What follows belongs to an exercise in optimizing a design on an open flow for a short achievable clock period and few clock cycles per item; a production flow would make more cautious choices. Only simulation tests tie the RTL to the original design; equivalence was not proved. Power and IR drop assume default switching activity.

==> flow/design.v (excerpt) <==
module rms_power_monitor_overload_trip_unit (
    input  logic                           clk,
    input  logic                           rst_n,
    input  logic                           cfg_we,
    input  logic [rpm_pkg::IDX_BITS-1:0]   cfg_index,
    input  logic [rpm_pkg::CFG_BITS-1:0]   cfg_wdata,
    input  logic                           s_tvalid,
    output logic                           s_tready,
    input  logic [15:0]                    s_tdata,    
    input  logic [1:0]                     s_tuser,    
    output logic                           m_tvalid,
    input  logic                           m_tready,
    output logic [47:0]                    m_tdata,    
    output logic                           m_tuser     
);
    localparam int IQ  = rpm_pkg::IQ_BITS;
    localparam int CAP = rpm_pkg::IQ_DEPTH;
    logic [11:0] mid;
    logic [10:0] win;
    logic [9:0]  win_m1, win_m3;
    logic        win_one, win_le2;
    logic [11:0] win2, win3;
    logic [23:0] gain;
    logic [15:0] noise_floor;
    logic [8:0]  volts;
    logic [24:0] limit;
    logic [10:0] weff;
    always_comb
    begin
        if (cfg_wdata[10:0] == 11'd0)
            weff = 11'd1;
        else if (cfg_wdata[10] && (cfg_wdata[9:0] != 10'd0))
  ...
Size in the first run: ~4400 cells after synthesis, roughly 870 flip-flops, ~100 I/O pins, about 43000 µm² of cells after synthesis.
Settings: LEC_CHECK=0, ABC_CLOCK_PERIOD_IN_PS=2800, CAP_MARGIN=20, CORE_MARGIN=2, CORE_UTILIZATION=40, CTS_CLUSTER_DIAMETER=120, CTS_CLUSTER_SIZE=24, SLEW_MARGIN=20; clock period 10.0 ns.
standard.sh (not shown) runs the stock make flow with config.mk's settings and CLKGATE_MAP_FILE= SYNTH_SCRIPT=/design/flow/synth_recipe.tcl, a recipe that flattens the netlist after the stock synthesis.
==> flow/flow/run.sh <==
#!/bin/bash
# Standard layout, with timing repair aimed at a shorter period than the
# clock's (setup margin), so that the resizer speeds up the critical paths.
set -uo pipefail
bash standard.sh SETUP_SLACK_MARGIN=7.2 finish > standard.log 2>&1
Testbench counts at the start, summed over its fixed seeds: cycles 19,766, items 19,510.
Change:
--- a/flow/design.v
+++ b/flow/design.v
@@ -522,19 +522,24 @@
     assign res1 = {relay1, h1[2], trip1,
                    h1[2] ? res_cur : 16'd0,
                    h1[2] ? res_pwr : 25'd0};
     always_ff @(posedge clk or negedge rst_n)
     begin
         if (!rst_n)
-            relay <= 1'b0;
-        else if (xfer)
-            relay <= relay0;
+        begin
+            relay    <= 1'b0;
+            m_tvalid <= 1'b0;
+        end
+        else
+        begin
+            if (xfer)
+                relay <= relay0;
+            m_tvalid <= xfer ? ready1 : ready0;
+        end
     end
     always_ff @(posedge clk)
-        m_tvalid <= xfer ? ready1 : ready0;
-    always_ff @(posedge clk)
         {out_relay, out_mv, out_trip, out_cur, out_pwr} <= xfer ? res1 : res0;
 endmodule
 `timescale 1ns / 1ps
 module rpm_back (
     input  logic        clk,
     input  logic        rst_n,
@@ -801,13 +806,13 @@
             win_one <= (win == 11'd1);
             win_le2 <= (win <= 11'd2);
             win2    <= {win, 1'b0};
             win3    <= {win, 1'b0} + {1'b0, win};
         end
     end
-    logic        s_tready_r;
+    logic        s_tready_r;          
     logic        v0;
     logic [1:0]  k0;
     logic [11:0] smp0;
     logic        cmd0;
     logic        del_r, took_r;
     logic        cfg_we_r, cfg_we_rr;
@@ -830,12 +835,13 @@
                              : ((meas_c == 2'd0) || ((meas_c == 2'd1) && !near_close));
     always_ff @(posedge clk or negedge rst_n)
     begin
         if (!rst_n)
         begin
             v0         <= 1'b0;
+            s_tready_r <= 1'b0;
             del_r      <= 1'b0;
             took_r     <= 1'b0;
             cfg_we_r   <= 1'b0;
             cfg_we_rr  <= 1'b0;
             outst      <= '0;
             meas       <= '0;
@@ -846,16 +852,15 @@
             del_r      <= m_tvalid && m_tready;
             took_r     <= take;
             cfg_we_r   <= cfg_we;
             cfg_we_rr  <= cfg_we_r;
             outst      <= outst_next;
             meas       <= meas_next;
+            s_tready_r <= room_ok && meas_ok && !cfg_we && !cfg_we_r && !cfg_we_rr;
         end
     end
-    always_ff @(posedge clk)
-        s_tready_r <= room_ok && meas_ok && !cfg_we && !cfg_we_r && !cfg_we_rr;
     assign s_tready = s_tready_r;
     logic        cl4, c4;
     logic [23:0] lo4;
     logic [9:0]  hi4;
     logic [2:0]  op0;
     rpm_front u_front (
Final cell count hardly moves.
Setup slack gets worse by 0.087 ns.
Core utilization went down by 0.28 points.
First-iteration DRC count went up by 4.2%.
Register-to-register slack gets better by 0.02 ns.
Routed wire length went up by 2.2%.
Global-route usage went up by 0.51 points.
Synthesized area went up by 0.59%.
Testbench counts after the change, summed over its fixed seeds: cycles 19,766, items 19,510.

---

Setup of the reference run:
rms_power_monitor_overload_trip_unit with an RTL version that a note above also has.
For scale: about 4400 cells after synthesis, ~870 flip-flops, roughly 43000 sq um of cells after synthesis.
// rms_power_monitor_overload_trip_unit
module rms_power_monitor_overload_trip_unit (
    input  logic                           clk,
    input  logic                           rst_n,
    input  logic                           cfg_we,
    input  logic [rpm_pkg::IDX_BITS-1:0]   cfg_index,
    input  logic [rpm_pkg::CFG_BITS-1:0]   cfg_wdata,
    input  logic                           s_tvalid,
    output logic                           s_tready,
    input  logic [15:0]                    s_tdata,    
    input  logic [1:0]                     s_tuser,    
    output logic                           m_tvalid,
    input  logic                           m_tready,
    output logic [47:0]                    m_tdata,    
    output logic                           m_tuser     
);
==> module rpm_queue, before the edit <==
module rpm_queue (
    input  logic        clk,
    input  logic        rst_n,
    input  logic        push,
    input  logic [2:0]  push_op,
    input  logic        res_valid,
    input  logic [15:0] res_cur,
    input  logic [24:0] res_pwr,
    input  logic        res_over,
    output logic        take,
    output logic        m_tvalid,
    input  logic        m_tready,
    output logic        out_relay,
    output logic        out_mv,
    output logic        out_trip,
    output logic [15:0] out_cur,
    output logic [24:0] out_pwr
);
    localparam int ND = rpm_pkg::IQ_DEPTH;
    logic [2:0]              q    [ND];     
    logic [ND-1:0]           qv_r;          
    logic [ND:0]             qv;            
    logic [2:0]              h0, h1;        
    logic                    ready0, ready1;
    logic                    relay;         
    logic                    relay0, relay1;
    logic                    trip0, trip1;
    logic                    xfer;
    logic [43:0]             res0, res1;
    assign h0     = q[0];
    assign h1     = q[1];
    assign ready0 = qv[0] && (!h0[2] || res_valid);
    assign ready1 = qv[1] && (!h1[2] || res_valid);
    assign xfer   = m_tvalid && m_tready;
    assign take   = xfer && h0[2];
    always_ff @(posedge clk)
    begin
        for (int i = 0; i < ND; i++)
        begin
            if (xfer)
            begin
                if (push && qv[i] && !qv[i+1])
                    q[i] <= push_op;
                else if (i < ND - 1)
                    q[i] <= q[(i < ND - 1) ? i + 1 : i];
            end
            else if (push && !qv[i] && (i == 0 || qv[(i == 0) ? 0 : i - 1]))
                q[i] <= push_op;
        end
    end
    always_ff @(posedge clk or negedge rst_n)
    begin
        if (!rst_n)
            qv_r <= '0;
        else
        begin
            for (int i = 0; i < ND; i++)
            begin
                if (xfer)
                    qv_r[i] <= qv[i+1] || (push && qv[i] && !qv[i+1]);
                else
                    qv_r[i] <= qv[i] || (push && (i == 0 || qv[(i == 0) ? 0 : i - 1]));
            end
        end
    end
    assign qv = {1'b0, qv_r};
    function automatic logic relay_after(input logic [2:0] op, input logic r, input logic over);
        if (op[2])
            relay_after = r && !over;
        else if (op[1])
            relay_after = op[0];
        else if (op[0])
            relay_after = !r;
        else
            relay_after = r;
    endfunction
    assign relay0 = relay_after(h0, relay, res_over);
    assign relay1 = relay_after(h1, relay0, res_over);
    assign trip0  = h0[2] && res_over && relay;
    assign trip1  = h1[2] && res_over && relay0;
    assign res0 = {relay0, h0[2], trip0,
                   h0[2] ? res_cur : 16'd0,
                   h0[2] ? res_pwr : 25'd0};
    assign res1 = {relay1, h1[2], trip1,
                   h1[2] ? res_cur : 16'd0,
                   h1[2] ? res_pwr : 25'd0};
    always_ff @(posedge clk or negedge rst_n)
    begin
        if (!rst_n)
        begin
            relay    <= 1'b0;
            m_tvalid <= 1'b0;
        end
        else
        begin
            if (xfer)
                relay <= relay0;
            m_tvalid <= xfer ? ready1 : ready0;
        end
    end
    always_ff @(posedge clk)
        {out_relay, out_mv, out_trip, out_cur, out_pwr} <= xfer ? res1 : res0;
endmodule
clock: 10.0 ns
lec_check: 0
abc_clock_period_in_ps: 2800
cap_margin: 20
core_margin: 2
core_utilization: 40
slew_margin: 20
Scripts as last shown in full above: flow/flow/run.sh
Testbench counts of the reference run, summed over its fixed seeds: cycles 19,766, items 19,510.
[inputs] the trial run vs the reference run
==> flow/design.v, changed modules only <==
module rpm_queue (
    input  logic        clk,
    input  logic        rst_n,
    input  logic        push,
    input  logic [2:0]  push_op,
    input  logic        res_valid,
    input  logic [15:0] res_cur,
    input  logic [24:0] res_pwr,
    input  logic        res_over,
    output logic        take,
    output logic        m_tvalid,
    input  logic        m_tready,
    output logic        out_relay,
    output logic        out_mv,
    output logic        out_trip,
    output logic [15:0] out_cur,
    output logic [24:0] out_pwr
);
    localparam int IQ = rpm_pkg::IQ_BITS;
    localparam int ND = rpm_pkg::IQ_DEPTH;
    logic [ND-1:0][2:0]      iq_mem;
    logic [IQ-1:0]           iq_wr, iq_rd, iq_rd1;
    logic [IQ:0]             occ;           
    logic [2:0]              h0, h1;        
    logic                    ready0, ready1;
    logic                    relay;         
    logic                    relay0, relay1;
    logic                    trip0, trip1;
    logic                    xfer;
    logic [43:0]             res0, res1;
    always_ff @(posedge clk)
    begin
        for (int i = 0; i < ND; i++)
            if (push && iq_wr == IQ'(i))
                iq_mem[i] <= push_op;
    end
    assign iq_rd1 = (iq_rd == IQ'(ND - 1)) ? '0 : iq_rd + 1'b1;
    assign h0     = iq_mem[iq_rd];
    assign h1     = iq_mem[iq_rd1];
    assign ready0 = (occ != '0) && (!h0[2] || res_valid);
    assign ready1 = (occ > (IQ+1)'(1)) && (!h1[2] || res_valid);
    assign xfer   = m_tvalid && m_tready;
    assign take   = xfer && h0[2];
    function automatic logic relay_after(input logic [2:0] op, input logic r, input logic over);
        if (op[2])
            relay_after = r && !over;
        else if (op[1])
            relay_after = op[0];
        else if (op[0])
            relay_after = !r;
        else
            relay_after = r;
    endfunction
    assign relay0 = relay_after(h0, relay, res_over);
    assign relay1 = relay_after(h1, relay0, res_over);
    assign trip0  = h0[2] && res_over && relay;
    assign trip1  = h1[2] && res_over && relay0;
    assign res0 = {relay0, h0[2], trip0,
                   h0[2] ? res_cur : 16'd0,
                   h0[2] ? res_pwr : 25'd0};
    assign res1 = {relay1, h1[2], trip1,
                   h1[2] ? res_cur : 16'd0,
                   h1[2] ? res_pwr : 25'd0};
    always_ff @(posedge clk or negedge rst_n)
    begin
        if (!rst_n)
        begin
            iq_wr    <= '0;
            iq_rd    <= '0;
            occ      <= '0;
            relay    <= 1'b0;
            m_tvalid <= 1'b0;
        end
        else
        begin
            if (push)
                iq_wr <= (iq_wr == IQ'(ND - 1)) ? '0 : iq_wr + 1'b1;
            occ <= occ + (IQ+1)'(push) - (IQ+1)'(xfer);
            if (xfer)
            begin
                iq_rd <= iq_rd1;
                relay <= relay0;
            end
            m_tvalid <= xfer ? ready1 : ready0;
        end
    end
    always_ff @(posedge clk)
        {out_relay, out_mv, out_trip, out_cur, out_pwr} <= xfer ? res1 : res0;
endmodule
Notes after the runs:
The trial run finished every stage and its layout cleared the timing, design-rule and antenna checks.
Combinational power (lower): the reference run
Max freq the reference run -> the trial run: improved
In the reports for the reference run and the trial run, the larger worst reg-to-reg path cell count belongs to the trial run.
[the trial run] transition time at the pin with the least slew margin rose 39 ps relative to the reference run
Cell depth of the worst hold path came out exactly the same in the reference run and the trial run.
Via count of the first global-routing pass: the reference run and the trial run compared, lower one is the reference run
Where pre-CTS setup slack is concerned, the reference run is outperformed by the trial run.
Testbench counts of the trial run, summed over its fixed seeds: cycles 19,766, items 19,510.

re-timing with driven ports:
Ports are ideal in the flow. The routed layouts listed here were re-timed in OpenROAD. Step 1 sets driving cells, clkbuf_16 on the clock port and buf_2 on the other inputs (assumed; they add their load-dependent delay and slew). Step 2 moves the port delays by t, midway between the first and last clock arrival at a register: inputs arrive t later, outputs are due t later. That takes back most of the time a late clock gives input paths. a / b / c = ideal ports / drivers / drivers and shift; a / b = the first two.
run | t, ns | setup slack, ns | worst setup path at the end | worst slew at a driven data input, ns
the first run of note 1 | 0.672 | 6.880 / 6.815 / 6.419 | input to register | 0.18
the second run of note 1 | 0.671 | 6.793 / 6.727 / 6.579 | input to register | 0.05
the reference run | 0.748 | 6.756 / 6.687 / 6.487 | input to register | 0.05
the trial run | 0.730 | 6.773 / 6.722 / 6.230 | input to register | 0.06
After both steps setup and hold are still met in every run listed. The setup slack of the trial run, which loses most, moves by -0.051 ns with the drivers and by -0.543 ns with both steps.
